This design comes from an exercise in tuning for a short achievable clock period and few clock cycles on the open sky130 flow, not from production work.
In this exercise RTL edits were held to simulation tests only and were not proved equivalent to the original.
Power figures rest on the tool's default switching activity, not on a simulated workload.

==> design.v <==
package pipePkg;
	typedef logic [16-1:0] dataT;
	typedef logic [4-1:0] regIdT;
	typedef logic [32-1:0] instrT;
	typedef logic [8-1:0] pcT;
	typedef logic [6-1:0] imemAddrT;
	typedef logic [4-1:0] opFlagsT;
endpackage
`timescale 1ns/1ps
module fetchStage
(
	input  logic     CLK,
	input  logic     RSTB,
	input  logic     stall,
	input  logic     run,
	input  logic     imemLoadEn,
	input  pipePkg::imemAddrT imemLoadAddr,
	input  pipePkg::instrT    imemLoadData,
	output pipePkg::instrT    idInstr
);
	pipePkg::instrT imem [64];
	pipePkg::pcT       pc;
	pipePkg::imemAddrT fetchAddr;
	assign fetchAddr = pc[6-1:0];
	always_ff @(posedge CLK)
	begin
		if (imemLoadEn)
		begin
			imem[imemLoadAddr] <= imemLoadData;
		end
	end
	always_ff @(posedge CLK or negedge RSTB)
	begin
		if (!RSTB)
		begin
			pc      <= '0;
			idInstr <= '0;
		end
		else if (!stall)
		begin
			if (run)
			begin
				idInstr <= imem[fetchAddr];
				pc      <= pc + pipePkg::pcT'(1);
			end
			else
			begin
				idInstr <= '0;
			end
		end
	end
endmodule
`timescale 1ns/1ps
module decodeStage
(
	input  logic    CLK,
	input  logic    RSTB,
	input  pipePkg::instrT   idInstr,
	input  pipePkg::regIdT   ex2Dest,
	input  logic    wbEn,
	input  pipePkg::regIdT   wbDest,
	input  pipePkg::dataT    wbData,
	output logic    stall,
	output pipePkg::dataT    ex1Data,
	output pipePkg::regIdT   ex1Dest,
	output pipePkg::opFlagsT ex1Ops,
	output logic    ex1MatchEx1,
	output logic    ex1MatchEx2
);
	pipePkg::opFlagsT idOps;
	pipePkg::regIdT   idDest;
	pipePkg::regIdT   idSrc;
	pipePkg::dataT    idSrcData;
	logic    matchEx1;
	logic    matchEx2;
	pipePkg::dataT regFile [16];
	assign idOps = {idInstr[31], idInstr[30],
		idInstr[29], idInstr[28]};
	assign idDest = idInstr[4 +: 4];
	assign idSrc  = idInstr[0 +: 4];
	assign idSrcData = (wbEn && (wbDest == idSrc)) ? wbData : regFile[idSrc];
	assign matchEx1 = (idSrc == ex1Dest);
	assign matchEx2 = (idSrc == ex2Dest);
	assign stall = matchEx1
		&& (idOps[2] || idOps[0])
		&& (ex1Ops[1] || ex1Ops[0]);
	always_ff @(posedge CLK or negedge RSTB)
	begin
		if (!RSTB)
		begin
			for (int i = 0; i < 16; i++)
			begin
				regFile[i] <= '0;
			end
		end
		else if (wbEn)
		begin
			regFile[wbDest] <= wbData;
		end
	end
	always_ff @(posedge CLK or negedge RSTB)
	begin
		if (!RSTB)
		begin
			ex1Ops      <= '0;
			ex1Dest     <= '0;
			ex1MatchEx1 <= 1'b0;
			ex1MatchEx2 <= 1'b0;
		end
		else
		begin
			ex1Ops      <= stall ? pipePkg::opFlagsT'(0) : idOps;
			ex1Dest     <= idDest;
			ex1MatchEx1 <= matchEx1;
			ex1MatchEx2 <= matchEx2;
		end
	end
	always_ff @(posedge CLK)
	begin
		ex1Data <= idSrcData;
	end
endmodule
`timescale 1ns/1ps
module subtractStage
(
	input  logic    CLK,
	input  logic    RSTB,
	input  pipePkg::dataT    ex1Data,
	input  pipePkg::regIdT   ex1Dest,
	input  pipePkg::opFlagsT ex1Ops,
	input  logic    ex1MatchEx1,
	input  logic    ex1MatchEx2,
	input  pipePkg::dataT    ex2Forward,
	input  logic    wbEn,
	input  pipePkg::dataT    wbData,
	output pipePkg::dataT    ex2Data,
	output pipePkg::regIdT   ex2Dest,
	output pipePkg::opFlagsT ex2Ops,
	output logic    ex2MatchEx1
);
	logic fwdFromEx2;
	logic fwdFromWb;
	pipePkg::dataT subIn;
	pipePkg::dataT subOut;
	logic skipSub;
	assign fwdFromEx2 = ex1MatchEx1 && (ex2Ops[2] || ex2Ops[3]);
	assign fwdFromWb  = ex1MatchEx2 && wbEn;
	always_comb
	begin
		if (fwdFromEx2)
		begin
			subIn = ex2Forward;
		end
		else if (fwdFromWb)
		begin
			subIn = wbData;
		end
		else
		begin
			subIn = ex1Data;
		end
	end
	assign subOut = subIn - pipePkg::dataT'(3);
	assign skipSub = !(ex1Ops[2] || ex1Ops[0]);
	always_ff @(posedge CLK or negedge RSTB)
	begin
		if (!RSTB)
		begin
			ex2Ops      <= '0;
			ex2Dest     <= '0;
			ex2MatchEx1 <= 1'b0;
		end
		else
		begin
			ex2Ops      <= ex1Ops;
			ex2Dest     <= ex1Dest;
			ex2MatchEx1 <= ex1MatchEx1;
		end
	end
	always_ff @(posedge CLK)
	begin
		ex2Data <= skipSub ? subIn : subOut;
	end
endmodule
`timescale 1ns/1ps
module addStage
(
	input  logic    CLK,
	input  logic    RSTB,
	input  pipePkg::dataT    ex2Data,
	input  pipePkg::regIdT   ex2Dest,
	input  pipePkg::opFlagsT ex2Ops,
	input  logic    ex2MatchEx1,
	output pipePkg::dataT    ex2Forward,
	output logic    wbEn,
	output pipePkg::regIdT   wbDest,
	output pipePkg::dataT    wbData
);
	logic fwdFromWb;
	pipePkg::dataT addIn;
	pipePkg::dataT addOut;
	logic skipAdd;
	assign fwdFromWb = ex2MatchEx1 && (ex2Ops[1] || ex2Ops[3]) && wbEn;
	assign addIn      = fwdFromWb ? wbData : ex2Data;
	assign ex2Forward = addIn;
	assign addOut  = addIn + pipePkg::dataT'(4);
	assign skipAdd = !(ex2Ops[1] || ex2Ops[0]);
	always_ff @(posedge CLK or negedge RSTB)
	begin
		if (!RSTB)
		begin
			wbEn   <= 1'b0;
			wbDest <= '0;
		end
		else
		begin
			wbEn   <= |ex2Ops;
			wbDest <= ex2Dest;
		end
	end
	always_ff @(posedge CLK)
	begin
		wbData <= skipAdd ? addIn : addOut;
	end
endmodule
`timescale 1ns/1ps
module movePipeTop
(
	input  logic     CLK,
	input  logic     RSTB,
	input  logic     imemLoadEn,
	input  pipePkg::imemAddrT imemLoadAddr,
	input  pipePkg::instrT    imemLoadData,
	input  logic     run,
	output logic     commitEn,
	output pipePkg::regIdT    commitReg,
	output pipePkg::dataT     commitData
);
	logic    stall;
	pipePkg::instrT   idInstr;
	pipePkg::dataT    ex1Data;
	pipePkg::regIdT   ex1Dest;
	pipePkg::opFlagsT ex1Ops;
	logic    ex1MatchEx1;
	logic    ex1MatchEx2;
	pipePkg::dataT    ex2Data;
	pipePkg::regIdT   ex2Dest;
	pipePkg::opFlagsT ex2Ops;
	logic    ex2MatchEx1;
	pipePkg::dataT    ex2Forward;
	logic    wbEn;
	pipePkg::regIdT   wbDest;
	pipePkg::dataT    wbData;
	fetchStage fetch_i (
		.CLK(CLK), .RSTB(RSTB), .stall(stall), .run(run),
		.imemLoadEn(imemLoadEn), .imemLoadAddr(imemLoadAddr),
		.imemLoadData(imemLoadData), .idInstr(idInstr)
	);
	decodeStage decode_i (
		.CLK(CLK), .RSTB(RSTB), .idInstr(idInstr), .ex2Dest(ex2Dest),
		.wbEn(wbEn), .wbDest(wbDest), .wbData(wbData), .stall(stall),
		.ex1Data(ex1Data), .ex1Dest(ex1Dest), .ex1Ops(ex1Ops),
		.ex1MatchEx1(ex1MatchEx1), .ex1MatchEx2(ex1MatchEx2)
	);
	subtractStage subtract_i (
		.CLK(CLK), .RSTB(RSTB), .ex1Data(ex1Data), .ex1Dest(ex1Dest),
		.ex1Ops(ex1Ops), .ex1MatchEx1(ex1MatchEx1), .ex1MatchEx2(ex1MatchEx2),
		.ex2Forward(ex2Forward), .wbEn(wbEn), .wbData(wbData),
		.ex2Data(ex2Data), .ex2Dest(ex2Dest), .ex2Ops(ex2Ops),
		.ex2MatchEx1(ex2MatchEx1)
	);
	addStage add_i (
		.CLK(CLK), .RSTB(RSTB), .ex2Data(ex2Data), .ex2Dest(ex2Dest),
		.ex2Ops(ex2Ops), .ex2MatchEx1(ex2MatchEx1), .ex2Forward(ex2Forward),
		.wbEn(wbEn), .wbDest(wbDest), .wbData(wbData)
	);
	assign commitEn   = wbEn;
	assign commitReg  = wbDest;
	assign commitData = wbData;
endmodule
==> run.sh <==
#!/bin/bash
# synth_recipe.tcl (not shown) runs the flow's synth.tcl, then flattens the netlist and writes it again
# the make line also repeats each setting of config.mk as NAME=value (left out here)
make -C /OpenROAD-flow-scripts/flow DESIGN_CONFIG=/design/flow/config.mk WORK_HOME=/design/flow/orfs CLKGATE_MAP_FILE= SYNTH_SCRIPT=/design/flow/synth_recipe.tcl finish
==> config.mk <==
export PLATFORM = sky130hd
export DESIGN_NAME = movePipeTop
export DESIGN_NICKNAME = movePipeTop
export VERILOG_FILES = /design/flow/design.v
export SDC_FILE = /design/flow/constraint.sdc
export NUM_CORES = 4
export LEC_CHECK = 0
export CAP_MARGIN = 20
export CORE_MARGIN = 2
export CORE_UTILIZATION = 40
export SLEW_MARGIN = 20
==> constraint.sdc <==
create_clock -name core_clock -period 2.9 [get_ports {CLK}]
set_input_delay 0.5800 -clock core_clock [delete_from_list [all_inputs] [get_ports {CLK}]]
set_output_delay 0.5800 -clock core_clock [all_outputs]
set_load 0.01 [all_outputs]
==> flow_summary.yaml <==
detailed_routing:
  ant_nets: 0
  route.met3.wl_um: 6300
  dr.pass1.iters: 5
  drt_iter0_drc: 2552
  num_vias: 24700
  avgViaCountPerCell: 5.64
  met2WireLength_um: 55200
  wl_um: 114000
  top_layer: "met5"
  wire_per_inst_um: 26.0
  drc: 0
  wl_met1_um: 49200
clock_network:
  cts_buffers: 117
  root_buffer: "clkbuf_16"
  clock_latency_ns: 0.73
  cts_sinks: 1114
  ctsResizeCount: 0
  clk_pin_slew_ns: 0.06
  post_cts_buffers: 0
  hold_buffers: 1
  h-tree-depth: 3
  cts_tree: "done"
  clk_path_buf_depth: 3
global_routing:
  grt_usage: 0.198
  grt_pass1_vias: 25600
  grt_antenna_before_repair: 1
  grt_pass1_wl_um: 171000
  grt_max_degree: 74
  grt.overflow.total: 0
placement:
  io_buffers: 42
  gp_congestion: 0.877
  hpwlAfterDp_um: 73900
  dp_slack_ns: 0.0674
final_layout:
  final_util: 0.472
  post_route_cells_drive_above_1_share: 0.343
  multi_input_area_um2: 12900
  areaGrowthSynthToFinish_pct: 17.4
  nets: 2819
  layout_commonest_cell: "edfxtp_1"
  seq_area_um2: 31500
  n_fill_cell: 9467
  final_cell_mix: "edfxtp_1, dfrtp_1, mux2_2"
sta:
  hold_violations: 0
  setup_viol: 0
  setup_tns_ns: 0
  max_freq_mhz: 362
  worst_slack_ns: 0.139
  tightest_slew_ns: 1.07
  maxSlewViolCount: 0
  max_slew_margin: 0.284
  timing.final.crit_share: 0.952
  rsz0062_at_grt: "no"
  finalClockSkew_ns: 0.0599
  layout_min_cycle_time_ns: 2.76
critical_path:
  worstPathMaxFanout: 6
  arrival_ns: 3.39
  crit_start: "fetch_i.idInstr[3]"
  critical_path_class: "reg2reg"
  critPathRequiredTime_ns: 3.53
  critPathLaunchType: "register"
  worst_setup_path_end_kind: "register"
  r2r_start: "fetch_i.idInstr[3]"
pwr:
  vdd_drop_max_mv: 0.565
  p_leak_nw: 18.9
  total_power_w: 0.0530
  powerDensity_nw_per_um2: 1000
floorplan:
  chipHeight_um: 340
  die_w_um: 340
  pin_count: 63
  start_util: 0.402
  die_area_um2: 115000
  core_um2: 112000
  rows: 123
synth:
  synth_top_area_share: 0.512
  ys.flop_type: "edfxtp_1"
  synthTopCellsByArea: "edfxtp_1, dfrtp_1, mux4_2"
  synth_area_per_cell_um2: 17.8
  netlist_instances: 2532
  ys_ff_latch: 1114
  syn-num-nets: 2576
  seq_area_frac_synth: 0.699
  ys_types: 74
  syn-cell-area_um2: 45000
  synth_area_leader_cell: "edfxtp_1"
  async_flop_share: 0.268
  yosys_warnings: 5
  synth_edf_count: 768
hold_path:
  hp-class: "in2reg"
  min-delay-start: "imemLoadData[6]"
job:
  drv_cap: 0
status:
  status: "finished clean"
[state kept, by name (all words and copies together) (netlist names)]
register / flops
add_i.wbData: 16
subtract_i.ex2Dest: 4
decode_i.ex1Dest: 4
fetch_i.pc: 6
add_i.wbDest: 4
decode_i.ex1MatchEx2: 1
add_i.wbEn: 1
decode_i.ex1Ops: 4
fetch_i.imem: 768
fetch_i.idInstr: 12
decode_i.ex1Data: 16
subtract_i.ex2MatchEx1: 1
subtract_i.ex2Data: 16
decode_i.regFile: 256
subtract_i.ex2Ops: 4
decode_i.ex1MatchEx1: 1
[through the flow]
stage                     cells  hold WS [ns]  instance area [um2]
final                      4380        0.0968                52800
after CTS                  4379        0.0501                52800
after global placement     4155         0.341                48900
after detailed placement   4155         0.335                48900
after global routing       4379        0.0626                52800
after floorplan            2532         0.284                45000
[worst max-delay path, stage by stage (launching register included)]
cell      delay [ns]
dfrtp_1         0.50
inv_1           0.25
nor3_1          0.91
a22o_1          0.27
a221oi_1        0.06
buf_4           0.21
o211ai_1        0.07
o22ai_1         0.09
buf_4           0.17
o21ai_0         0.16
[area by class of cell]
type                       count  share of cell area
antenna                        1           0.0000474
clock buffer                 162              0.0631
clock inverter                61              0.0112
inverter                       9            0.000639
multi-input combinational   1242               0.243
sequential                  1114               0.596
tap                         1500              0.0355
timing repair buffer         291              0.0501
[path summary, 6_finish.rpt]
kind / end / slack, ns / cells past startpoint
setup / recovery: decode_i.ex1Data[12] / 0.14 / 9
hold / removal: fetch_i.imem[14][6] / 0.1 / 1
setup reg to reg: decode_i.ex1Data[12] / 0.14 / 9
hold reg to reg: subtract_i.ex2Ops[3] / 0.34 / 0
max in group asynchronous: fetch_i.pc[0] / 1.67 / 3
min in group asynchronous: decode_i.regFile[6][11] / 0.41 / 2
[cells by family after synthesis]
group	count (synthesis)	share of synthesized area
compound gates	262	0.0428
xor+xnor	51	0.00992
fa+ha+maj	2	0.000556
buf+inv	176	0.0161
flops	1114	0.699
mux	542	0.191
simple gates	385	0.0406
[power by group]
group          internal (W)  switching, W  leakage, nW  total [W]
registers            0.0193       0.00159         11.1     0.0209
logic               0.00801       0.00903         5.81     0.0170
clock network       0.00884       0.00622         1.93     0.0151
total                0.0362        0.0168         18.9     0.0530
[Yosys cell counts, types with 37 or more instances]
cell / n
edfxtp_1: 768
nand3_1: 37
mux2i_1: 43
a22oi_1: 47
o21ai_0: 40
mux4_2: 226
clkbuf_1: 107
nand2_1: 92
nor2_1: 150
mux2_2: 272
dfrtp_1: 298
dfxtp_1: 48
[per-layer routing]
layer  track usage  vias to the layer above
li1              -                    10500
met1         0.279                    13200
met2         0.320                      774
met3        0.0317                      182
met4        0.0587                        2
met5             0                        -
Testbench counts, summed over its fixed seeds: cycles 11,718.

[separate check: timing with driven ports]
How much do the figures lean on ideal ports? The routed layout below was timed once more, with nothing changed but the port constraints.
Step 1 assumes that a clkbuf_16 drives the clock port and a buf_2 every other input.
Step 2, shift: input delay + t, output delay - t, t = (earliest + latest rising clock arrival at the registers) / 2. This alone moves slack from input paths to output paths.
Three values: ideal, step 1, step 2; two values: the first two.
t, ns: 0.764
setup WS [ns]: 0.139 / 0.120 / 0.027
worst hold slack (ns): 0.097 / 0.066 / 0.344
pins driven straight from the clock port: 1
After both steps this run still meets setup and hold. The setup slack of this run moves by -0.019 ns with the drivers and by -0.112 ns with both steps.
